Background: an optimization exercise with open tools, aiming at small area, a short achievable clock period and few clock cycles per item. Do not read the settings as production practice.
Only simulation tests tie the RTL to the original design; equivalence was not proved.

[flow/config.mk]
export PLATFORM = sky130hd
export DESIGN_NAME = rs_bm_decoder
export DESIGN_NICKNAME = rs_bm_decoder
export VERILOG_FILES = /design/flow/design.v
export SDC_FILE = /design/flow/constraint.sdc
export NUM_CORES = 4
export LEC_CHECK = 0
export CAP_MARGIN = 20
export CORE_MARGIN = 2
export CORE_UTILIZATION = 40
export SLEW_MARGIN = 20
[flow/constraint.sdc]
create_clock -name core_clock -period 19.0 [get_ports {i_clock}]
set_input_delay 3.8000 -clock core_clock [delete_from_list [all_inputs] [get_ports {i_clock}]]
set_output_delay 3.8000 -clock core_clock [all_outputs]
set_load 0.01 [all_outputs]
[flow/design.v]
`default_nettype none
module gf256_mul (
    input  wire [7:0] i_a,
    input  wire [7:0] i_b,
    output wire [7:0] o_p
);
    logic [14:0] prod;
    always_comb
    begin
        prod = '0;
        for (int mi = 0; mi < 8; mi++)
        begin
            prod = prod ^ ({15{i_b[mi]}} & ({7'b0, i_a} << mi));
        end
        for (int ri = 14; ri >= 8; ri--)
        begin
            prod = prod ^ ({15{prod[ri]}} & (15'h11D << (ri - 8)));
        end
    end
    assign o_p = prod[7:0];
endmodule
module gf256_inv (
    input  wire [7:0]  i_x,
    output logic [7:0] o_y
);
    always_comb
    begin
        case (i_x)
            8'd0: o_y = 8'd0;
            8'd1: o_y = 8'd1;
            8'd2: o_y = 8'd142;
            8'd3: o_y = 8'd244;
            8'd4: o_y = 8'd71;
            8'd5: o_y = 8'd167;
            8'd6: o_y = 8'd122;
            8'd7: o_y = 8'd186;
            8'd8: o_y = 8'd173;
            8'd9: o_y = 8'd157;
            8'd10: o_y = 8'd221;
            8'd11: o_y = 8'd152;
            8'd12: o_y = 8'd61;
            8'd13: o_y = 8'd170;
            8'd14: o_y = 8'd93;
            8'd15: o_y = 8'd150;
            8'd16: o_y = 8'd216;
            8'd17: o_y = 8'd114;
            8'd18: o_y = 8'd192;
            8'd19: o_y = 8'd88;
            8'd20: o_y = 8'd224;
            8'd21: o_y = 8'd62;
            8'd22: o_y = 8'd76;
            8'd23: o_y = 8'd102;
            8'd24: o_y = 8'd144;
            8'd25: o_y = 8'd222;
            8'd26: o_y = 8'd85;
            8'd27: o_y = 8'd128;
            8'd28: o_y = 8'd160;
            8'd29: o_y = 8'd131;
            8'd30: o_y = 8'd75;
            8'd31: o_y = 8'd42;
            8'd32: o_y = 8'd108;
            8'd33: o_y = 8'd237;
            8'd34: o_y = 8'd57;
            8'd35: o_y = 8'd81;
            8'd36: o_y = 8'd96;
            8'd37: o_y = 8'd86;
            8'd38: o_y = 8'd44;
            8'd39: o_y = 8'd138;
            8'd40: o_y = 8'd112;
            8'd41: o_y = 8'd208;
            8'd42: o_y = 8'd31;
            8'd43: o_y = 8'd74;
            8'd44: o_y = 8'd38;
            8'd45: o_y = 8'd139;
            8'd46: o_y = 8'd51;
            8'd47: o_y = 8'd110;
            8'd48: o_y = 8'd72;
            8'd49: o_y = 8'd137;
            8'd50: o_y = 8'd111;
            8'd51: o_y = 8'd46;
            8'd52: o_y = 8'd164;
            8'd53: o_y = 8'd195;
            8'd54: o_y = 8'd64;
            8'd55: o_y = 8'd94;
            8'd56: o_y = 8'd80;
            8'd57: o_y = 8'd34;
            8'd58: o_y = 8'd207;
            8'd59: o_y = 8'd169;
            8'd60: o_y = 8'd171;
            8'd61: o_y = 8'd12;
            8'd62: o_y = 8'd21;
            8'd63: o_y = 8'd225;
            8'd64: o_y = 8'd54;
            8'd65: o_y = 8'd95;
            8'd66: o_y = 8'd248;
            8'd67: o_y = 8'd213;
            8'd68: o_y = 8'd146;
            8'd69: o_y = 8'd78;
            8'd70: o_y = 8'd166;
            8'd71: o_y = 8'd4;
            8'd72: o_y = 8'd48;
            8'd73: o_y = 8'd136;
            8'd74: o_y = 8'd43;
            8'd75: o_y = 8'd30;
            8'd76: o_y = 8'd22;
            8'd77: o_y = 8'd103;
            8'd78: o_y = 8'd69;
            8'd79: o_y = 8'd147;
            8'd80: o_y = 8'd56;
            8'd81: o_y = 8'd35;
            8'd82: o_y = 8'd104;
            8'd83: o_y = 8'd140;
            8'd84: o_y = 8'd129;
            8'd85: o_y = 8'd26;
            8'd86: o_y = 8'd37;
            8'd87: o_y = 8'd97;
            8'd88: o_y = 8'd19;
            8'd89: o_y = 8'd193;
            8'd90: o_y = 8'd203;
            8'd91: o_y = 8'd99;
            8'd92: o_y = 8'd151;
            8'd93: o_y = 8'd14;
            8'd94: o_y = 8'd55;
            8'd95: o_y = 8'd65;
            8'd96: o_y = 8'd36;
            8'd97: o_y = 8'd87;
            8'd98: o_y = 8'd202;
            8'd99: o_y = 8'd91;
            8'd100: o_y = 8'd185;
            8'd101: o_y = 8'd196;
            8'd102: o_y = 8'd23;
            8'd103: o_y = 8'd77;
            8'd104: o_y = 8'd82;
            8'd105: o_y = 8'd141;
            8'd106: o_y = 8'd239;
            8'd107: o_y = 8'd179;
            8'd108: o_y = 8'd32;
            8'd109: o_y = 8'd236;
            8'd110: o_y = 8'd47;
            8'd111: o_y = 8'd50;
            8'd112: o_y = 8'd40;
            8'd113: o_y = 8'd209;
            8'd114: o_y = 8'd17;
            8'd115: o_y = 8'd217;
            8'd116: o_y = 8'd233;
            8'd117: o_y = 8'd251;
            8'd118: o_y = 8'd218;
            8'd119: o_y = 8'd121;
            8'd120: o_y = 8'd219;
            8'd121: o_y = 8'd119;
            8'd122: o_y = 8'd6;
            8'd123: o_y = 8'd187;
            8'd124: o_y = 8'd132;
            8'd125: o_y = 8'd205;
            8'd126: o_y = 8'd254;
            8'd127: o_y = 8'd252;
            8'd128: o_y = 8'd27;
            8'd129: o_y = 8'd84;
            8'd130: o_y = 8'd161;
            8'd131: o_y = 8'd29;
            8'd132: o_y = 8'd124;
            8'd133: o_y = 8'd204;
            8'd134: o_y = 8'd228;
            8'd135: o_y = 8'd176;
            8'd136: o_y = 8'd73;
            8'd137: o_y = 8'd49;
            8'd138: o_y = 8'd39;
            8'd139: o_y = 8'd45;
            8'd140: o_y = 8'd83;
            8'd141: o_y = 8'd105;
            8'd142: o_y = 8'd2;
            8'd143: o_y = 8'd245;
            8'd144: o_y = 8'd24;
            8'd145: o_y = 8'd223;
            8'd146: o_y = 8'd68;
            8'd147: o_y = 8'd79;
            8'd148: o_y = 8'd155;
            8'd149: o_y = 8'd188;
            8'd150: o_y = 8'd15;
            8'd151: o_y = 8'd92;
            8'd152: o_y = 8'd11;
            8'd153: o_y = 8'd220;
            8'd154: o_y = 8'd189;
            8'd155: o_y = 8'd148;
            8'd156: o_y = 8'd172;
            8'd157: o_y = 8'd9;
            8'd158: o_y = 8'd199;
            8'd159: o_y = 8'd162;
            8'd160: o_y = 8'd28;
            8'd161: o_y = 8'd130;
            8'd162: o_y = 8'd159;
            8'd163: o_y = 8'd198;
            8'd164: o_y = 8'd52;
            8'd165: o_y = 8'd194;
            8'd166: o_y = 8'd70;
            8'd167: o_y = 8'd5;
            8'd168: o_y = 8'd206;
            8'd169: o_y = 8'd59;
            8'd170: o_y = 8'd13;
            8'd171: o_y = 8'd60;
            8'd172: o_y = 8'd156;
            8'd173: o_y = 8'd8;
            8'd174: o_y = 8'd190;
            8'd175: o_y = 8'd183;
            8'd176: o_y = 8'd135;
            8'd177: o_y = 8'd229;
            8'd178: o_y = 8'd238;
            8'd179: o_y = 8'd107;
            8'd180: o_y = 8'd235;
            8'd181: o_y = 8'd242;
            8'd182: o_y = 8'd191;
            8'd183: o_y = 8'd175;
            8'd184: o_y = 8'd197;
            8'd185: o_y = 8'd100;
            8'd186: o_y = 8'd7;
            8'd187: o_y = 8'd123;
            8'd188: o_y = 8'd149;
            8'd189: o_y = 8'd154;
            8'd190: o_y = 8'd174;
            8'd191: o_y = 8'd182;
            8'd192: o_y = 8'd18;
            8'd193: o_y = 8'd89;
            8'd194: o_y = 8'd165;
            8'd195: o_y = 8'd53;
            8'd196: o_y = 8'd101;
            8'd197: o_y = 8'd184;
            8'd198: o_y = 8'd163;
            8'd199: o_y = 8'd158;
            8'd200: o_y = 8'd210;
            8'd201: o_y = 8'd247;
            8'd202: o_y = 8'd98;
            8'd203: o_y = 8'd90;
            8'd204: o_y = 8'd133;
            8'd205: o_y = 8'd125;
            8'd206: o_y = 8'd168;
            8'd207: o_y = 8'd58;
            8'd208: o_y = 8'd41;
            8'd209: o_y = 8'd113;
            8'd210: o_y = 8'd200;
            8'd211: o_y = 8'd246;
            8'd212: o_y = 8'd249;
            8'd213: o_y = 8'd67;
            8'd214: o_y = 8'd215;
            8'd215: o_y = 8'd214;
            8'd216: o_y = 8'd16;
            8'd217: o_y = 8'd115;
            8'd218: o_y = 8'd118;
            8'd219: o_y = 8'd120;
            8'd220: o_y = 8'd153;
            8'd221: o_y = 8'd10;
            8'd222: o_y = 8'd25;
            8'd223: o_y = 8'd145;
            8'd224: o_y = 8'd20;
            8'd225: o_y = 8'd63;
            8'd226: o_y = 8'd230;
            8'd227: o_y = 8'd240;
            8'd228: o_y = 8'd134;
            8'd229: o_y = 8'd177;
            8'd230: o_y = 8'd226;
            8'd231: o_y = 8'd241;
            8'd232: o_y = 8'd250;
            8'd233: o_y = 8'd116;
            8'd234: o_y = 8'd243;
            8'd235: o_y = 8'd180;
            8'd236: o_y = 8'd109;
            8'd237: o_y = 8'd33;
            8'd238: o_y = 8'd178;
            8'd239: o_y = 8'd106;
            8'd240: o_y = 8'd227;
            8'd241: o_y = 8'd231;
            8'd242: o_y = 8'd181;
            8'd243: o_y = 8'd234;
            8'd244: o_y = 8'd3;
            8'd245: o_y = 8'd143;
            8'd246: o_y = 8'd211;
            8'd247: o_y = 8'd201;
            8'd248: o_y = 8'd66;
            8'd249: o_y = 8'd212;
            8'd250: o_y = 8'd232;
            8'd251: o_y = 8'd117;
            8'd252: o_y = 8'd127;
            8'd253: o_y = 8'd255;
            8'd254: o_y = 8'd126;
            8'd255: o_y = 8'd253;
            default: o_y = 8'd0;
        endcase
    end
endmodule
`default_nettype wire
`timescale 1ns/100ps
`default_nettype none
module rs_bm_decoder (
    input  wire         i_clock,
    input  wire         i_arst_n,
    input  wire         i_start,
    input  wire  [47:0] i_synd,
    output logic [35:0] o_locator,
    output logic        o_ready
);
    logic       busy_q;
    logic       ready_q;
    logic [2:0] step_q;      
    logic       accept;
    logic       last;
    logic [7:0] q_q [0:5];
    logic [7:0] c_q [1:4];
    logic       xb1_q;
    logic [7:0] xb_q [2:4];
    logic [7:0] b_q;
    logic [2:0] len_q;
    logic [7:0] prod [1:4];
    logic [7:0] disc;
    logic [7:0] b_inv;
    logic [7:0] scale;
    logic [7:0] upd_term [2:4];
    logic       len_update;
    logic       s1_zero;
    assign accept  = i_start && !busy_q;
    assign last    = (step_q == 3'd5);
    assign s1_zero = (i_synd[7:0] == 8'h00);
    for (genvar i = 1; i <= 4; i++)
    begin : g_disc
        gf256_mul u_mul (.i_a(c_q[i]), .i_b(q_q[i]), .o_p(prod[i]));
    end
    assign disc = q_q[0] ^ prod[1] ^ prod[2] ^ prod[3] ^ prod[4];
    gf256_inv u_inv (.i_x(b_q), .o_y(b_inv));
    gf256_mul u_scale (.i_a(disc), .i_b(b_inv), .o_p(scale));
    for (genvar k = 2; k <= 4; k++)
    begin : g_upd
        gf256_mul u_mul (.i_a(scale), .i_b(xb_q[k]), .o_p(upd_term[k]));
    end
    assign len_update = busy_q && (disc != 8'h00) && ({len_q, 1'b0} <= {1'b0, step_q});
    always_ff @(posedge i_clock or negedge i_arst_n)
    begin
        if (!i_arst_n)
        begin
            busy_q  <= 1'b0;
            ready_q <= 1'b0;
            step_q  <= 3'd0;
        end
        else if (accept)
        begin
            busy_q  <= 1'b1;
            ready_q <= 1'b0;
            step_q  <= 3'd1;
        end
        else if (busy_q)
        begin
            step_q <= step_q + 3'd1;
            if (last)
            begin
                busy_q  <= 1'b0;
                ready_q <= 1'b1;
            end
        end
    end
    always_ff @(posedge i_clock)
    begin
        if (accept)
        begin
            q_q[0] <= i_synd[15:8];
            q_q[1] <= i_synd[7:0];
            q_q[2] <= i_synd[47:40];
            q_q[3] <= i_synd[39:32];
            q_q[4] <= i_synd[31:24];
            q_q[5] <= i_synd[23:16];
            c_q[1] <= i_synd[7:0];
            c_q[2] <= 8'h00;
            c_q[3] <= 8'h00;
            c_q[4] <= 8'h00;
            xb1_q  <= !s1_zero;
            xb_q[2] <= {7'b0, s1_zero};
            xb_q[3] <= 8'h00;
            xb_q[4] <= 8'h00;
            b_q    <= {i_synd[7:1], i_synd[0] | s1_zero};
            len_q  <= {2'b0, !s1_zero};
        end
        else
        begin
            q_q[0] <= q_q[5];
            for (int i = 1; i <= 5; i++)
            begin
                q_q[i] <= q_q[i-1];
            end
            c_q[1] <= c_q[1] ^ (scale & {8{xb1_q}});
            for (int k = 2; k <= 4; k++)
            begin
                c_q[k] <= c_q[k] ^ upd_term[k];
            end
            if (last)
            begin
                xb1_q   <= 1'b0;
                xb_q[2] <= 8'h00;
                xb_q[3] <= 8'h00;
                xb_q[4] <= 8'h00;
            end
            else if (len_update)
            begin
                xb1_q   <= 1'b1;     
                xb_q[2] <= c_q[1];
                xb_q[3] <= c_q[2];
                xb_q[4] <= c_q[3];
            end
            else
            begin
                xb1_q   <= 1'b0;     
                xb_q[2] <= {7'b0, xb1_q};
                xb_q[3] <= xb_q[2];
                xb_q[4] <= xb_q[3];
            end
            if (len_update)
            begin
                b_q   <= disc;
                len_q <= step_q + 3'd1 - len_q;
            end
        end
    end
    assign o_locator = {c_q[3], c_q[2], c_q[1], 8'h01, len_q, (len_q > 3'd3)};
    assign o_ready   = ready_q;
endmodule
`default_nettype wire
[flow/run.sh]
#!/bin/bash
# synth_recipe.tcl (not shown) runs the flow's synth.tcl, then flattens the netlist and writes it again
# the make line also repeats each setting of config.mk as NAME=value (left out here)
make -C /OpenROAD-flow-scripts/flow DESIGN_CONFIG=/design/flow/config.mk WORK_HOME=/design/flow/orfs CLKGATE_MAP_FILE= SYNTH_SCRIPT=/design/flow/synth_recipe.tcl finish
==> impl_metrics.csv <==
group,metric,value,unit
yosys,ys.warnings.count,11,
sta,fin_setup_tns,0,ns
place,dpl.hpwl,41800,um
sta,layout_setup_ws,10.32,ns
drt,vias,15765,
global_route,grt_max_degree,86,
sta,hold_viol,0,
global_route,gr-usage-all-layers,28.6,%
floorplan,die_h,207,um
global_route,gr-total-overflow,0,
clocking,htreeDepth,4,
clocking,post_cts_buffers,0,
floorplan,initial_utilization,40.4,%
yosys,synth-async-reset-ratio,3.88,%
floorplan,die_w,207,um
clocking,path_clk_slew,0.06,ns
place,gp_congestion,0.978,
setup_path,critPathCaptureType,"register",
clocking,ctsHoldBuffers,0,
outcome,outcome,"no timing/DRC/antenna violations",
sta,min_period,8.68,ns
hold_path,hold_path_class,"reg2reg",
sta,max_freq,115,MHz
global_route,antenna_found_initial,1,
setup_path,crit_arrival,9.04,ns
layout,final_cell_mix,"nand2_1, xnor2_1, xor2_1, dfxtp_1, nor2_1",
sta,rsz0062_at_grt,"false",
setup_path,start_kind,"input pin",
drt,ant_nets,0,
layout,final_layout_size_suffix_gt1_share,6.23,%
layout,regArea,0.00270,mm2
drt,routed_wl,61000,um
yosys,syn_area,0.0165,mm2
sta,period_share,45.7,%
job,maxCapViolations,0,
clocking,worstSkewPairLatency,0.45,ns
yosys,syn-mean-instance-area,7.19,um2
drt,drt_iter0_drc,1545,
layout,area_delta_synth_final,8.19,%
sta,finalMaxSlewViolations,0,
clocking,clockBufferDepth,2,
layout,nets,2272,
drt,drc,0,
floorplan,row_count,74,
clocking,root_buffer,"clkbuf_16",
setup_path,crit_path_max_fanout,85,
layout,n_fill_cell,4163,
yosys,syn_inst,2288,
yosys,ys_ff_latch,129,
drt,dr.pass1.iters,8,
floorplan,die-area,0.0428,mm2
floorplan,coreArea,0.0407,mm2
sta,worstMarginPinSlew,1.12,ns
floorplan,io_pins,88,
clocking,numCtsBuffers,17,
clocking,ctsResizeCount,0,
setup_path,crit_type,"in2reg",
drt,vias_per_cell,5.74,
place,port_buffers,79,
yosys,synth_top_flop_cell,"dfxtp_1",
yosys,synth_edf_count,9,
layout,final_common_cell,"nand2_1",
sta,finalSetupViolCount,0,
layout,multi_input_area,0.0128,mm2
global_route,grt_pass1_wl,93000,um
clocking,cts_num_sinks,129,
yosys,ys_seq_area_share,16.4,%
place,pre_cts_ws,9.99,ns
clocking,cts_tree,"built",
sta,relSlewSlack,23.4,%
yosys,post_synth_num_cell_types,73,
drt,wl_per_cell,22.2,um
setup_path,worstPathRequired,19.35,ns
sta,fin_worst_skew,0.0151,ns
global_route,grt_pass1_vias,15168,
## metal layers
metal,GRT usage (%),routed length (um),up-vias
met3,5.98,5740,175
li1,-,-,7269
met4,12.5,2280,0
met5,0,0,-
met2,45.3,27400,867
met1,37.5,25600,7454
## final timing paths
| check | from | to | slack, ns | cells past startpoint |
|---|---|---|---|---|
| max in group asynchronous | i_arst_n | busy_q | 15.24 | 1 |
| max | i_start | u_scale.i_b[4] | 10.32 | 15 |
| min in group asynchronous | i_arst_n | step_q[0] | 3.57 | 1 |
| min | q_q[5][6] | q_q[0][6] | 0.42 | 2 |
| min reg2reg | q_q[5][6] | q_q[0][6] | 0.42 | 2 |
| max reg2reg | c_q[3][6] | u_scale.i_b[4] | 10.72 | 21 |
## logic make-up after synthesis
family                   Yosys count  share of synthesized area [%]
AO/OA/AOI/OAI                    333                           13.2
AND/OR/NAND/NOR                  955                           23.2
XOR/XNOR                         550                           35.0
multiplexers                      57                           3.86
flip-flops                       129                           16.4
buffers and inverters            243                           6.77
adder cells (fa/ha/maj)           19                           1.49
other                              2                         0.0456
## area by class of cell
type,count,area share (%)
Multi-Input combinational cell,1922,71.8
Clock inverter,14,0.717
Timing Repair Buffer,109,5.70
Clock buffer,18,2.41
Inverter,23,0.485
Tap cell,532,3.74
Sequential cell,129,15.1
Antenna cell,1,0.0140
## synth_stat cells (11+ instances only)
| cell | number | area, um2 |
|---|---|---|
| nand3_1 | 26 | 130 |
| clkbuf_1 | 118 | 443 |
| o311ai_0 | 12 | 105 |
| mux2i_1 | 41 | 410 |
| dfxtp_1 | 115 | 2300 |
| mux2_2 | 12 | 135 |
| buf_2 | 50 | 250 |
| nor3_1 | 27 | 135 |
| a31oi_1 | 20 | 125 |
| a21oi_1 | 83 | 415 |
| o21ai_0 | 77 | 385 |
| xor2_1 | 133 | 1160 |
| buf_1 | 21 | 78.8 |
| nand2_1 | 732 | 2750 |
| xnor3_1 | 38 | 856 |
| o211ai_1 | 30 | 225 |
| a211oi_1 | 14 | 105 |
| o2111ai_1 | 11 | 96.3 |
| a221oi_1 | 11 | 96.3 |
| xnor3_2 | 11 | 262 |
| buf_4 | 23 | 173 |
| ha_1 | 18 | 225 |
| xnor2_2 | 16 | 260 |
| xnor2_1 | 340 | 2980 |
| inv_1 | 23 | 86.3 |
| nor2_1 | 107 | 402 |
| nand2b_1 | 15 | 93.8 |
## per-stage QoR
step           util, %  hold slack [ns]  instances  cell area [um2]
2_1_floorplan        -            0.399       2294            16500
3_3_place_gp      42.3            0.405       2715            17200
3_5_place_dp      42.3            0.411       2715            17200
4_1_cts           43.7            0.426       2747            17800
5_1_grt           43.7            0.443       2748            17800
6_report          43.7            0.421       2748            17800
## registers in the layout, summed over array words and instances, names as in the netlist
register     count
step_q           3
ready_q          1
xb1_q            1
busy_q           1
u_scale.i_b      8
q_q             48
b_q              8
xb_q            24
c_q             32
len_q            3
## worst max-delay path: stages
cell and delay [ns]:
clkdlybuf4s50_1 0.57, inv_1 0.12, nor2_4 0.08, buf_4 0.65, o21ai_0 0.41, nand2_1 0.31
mux2i_1 0.11, buf_4 0.24, inv_1 0.33, ha_1 0.95, and2_1 0.33, nor3_1 0.07
o311ai_0 0.53, o211ai_1 0.17, a31oi_1 0.24
Testbench counts, summed over its fixed seeds: cycles 9,608, decodes 1,600.

## what the ideal ports hide
In the flow no input, the clock included, has a driving cell. The finished layout below was timed again as built, in two steps.
Step 1: set_driving_cell puts a clkbuf_16 on i_clock and a buf_2 on each other input, an assumption about the parent block.
Step 2, shift: input delay + t, output delay - t, t = (earliest + latest rising clock arrival at the registers) / 2. This alone moves slack from input paths to output paths.
a / b / c = no drivers / after step 1 / after step 2; a / b = the first two.
shift t [ns]: 0.502
slack for setup (ns): 10.316 / 10.350 / 9.849
worst register clock-pin slew, ns: 0.07 / 0.07
After both steps this run still meets setup and hold. For this run, drivers alone change the setup slack by +0.034 ns; drivers and shift together by -0.467 ns.
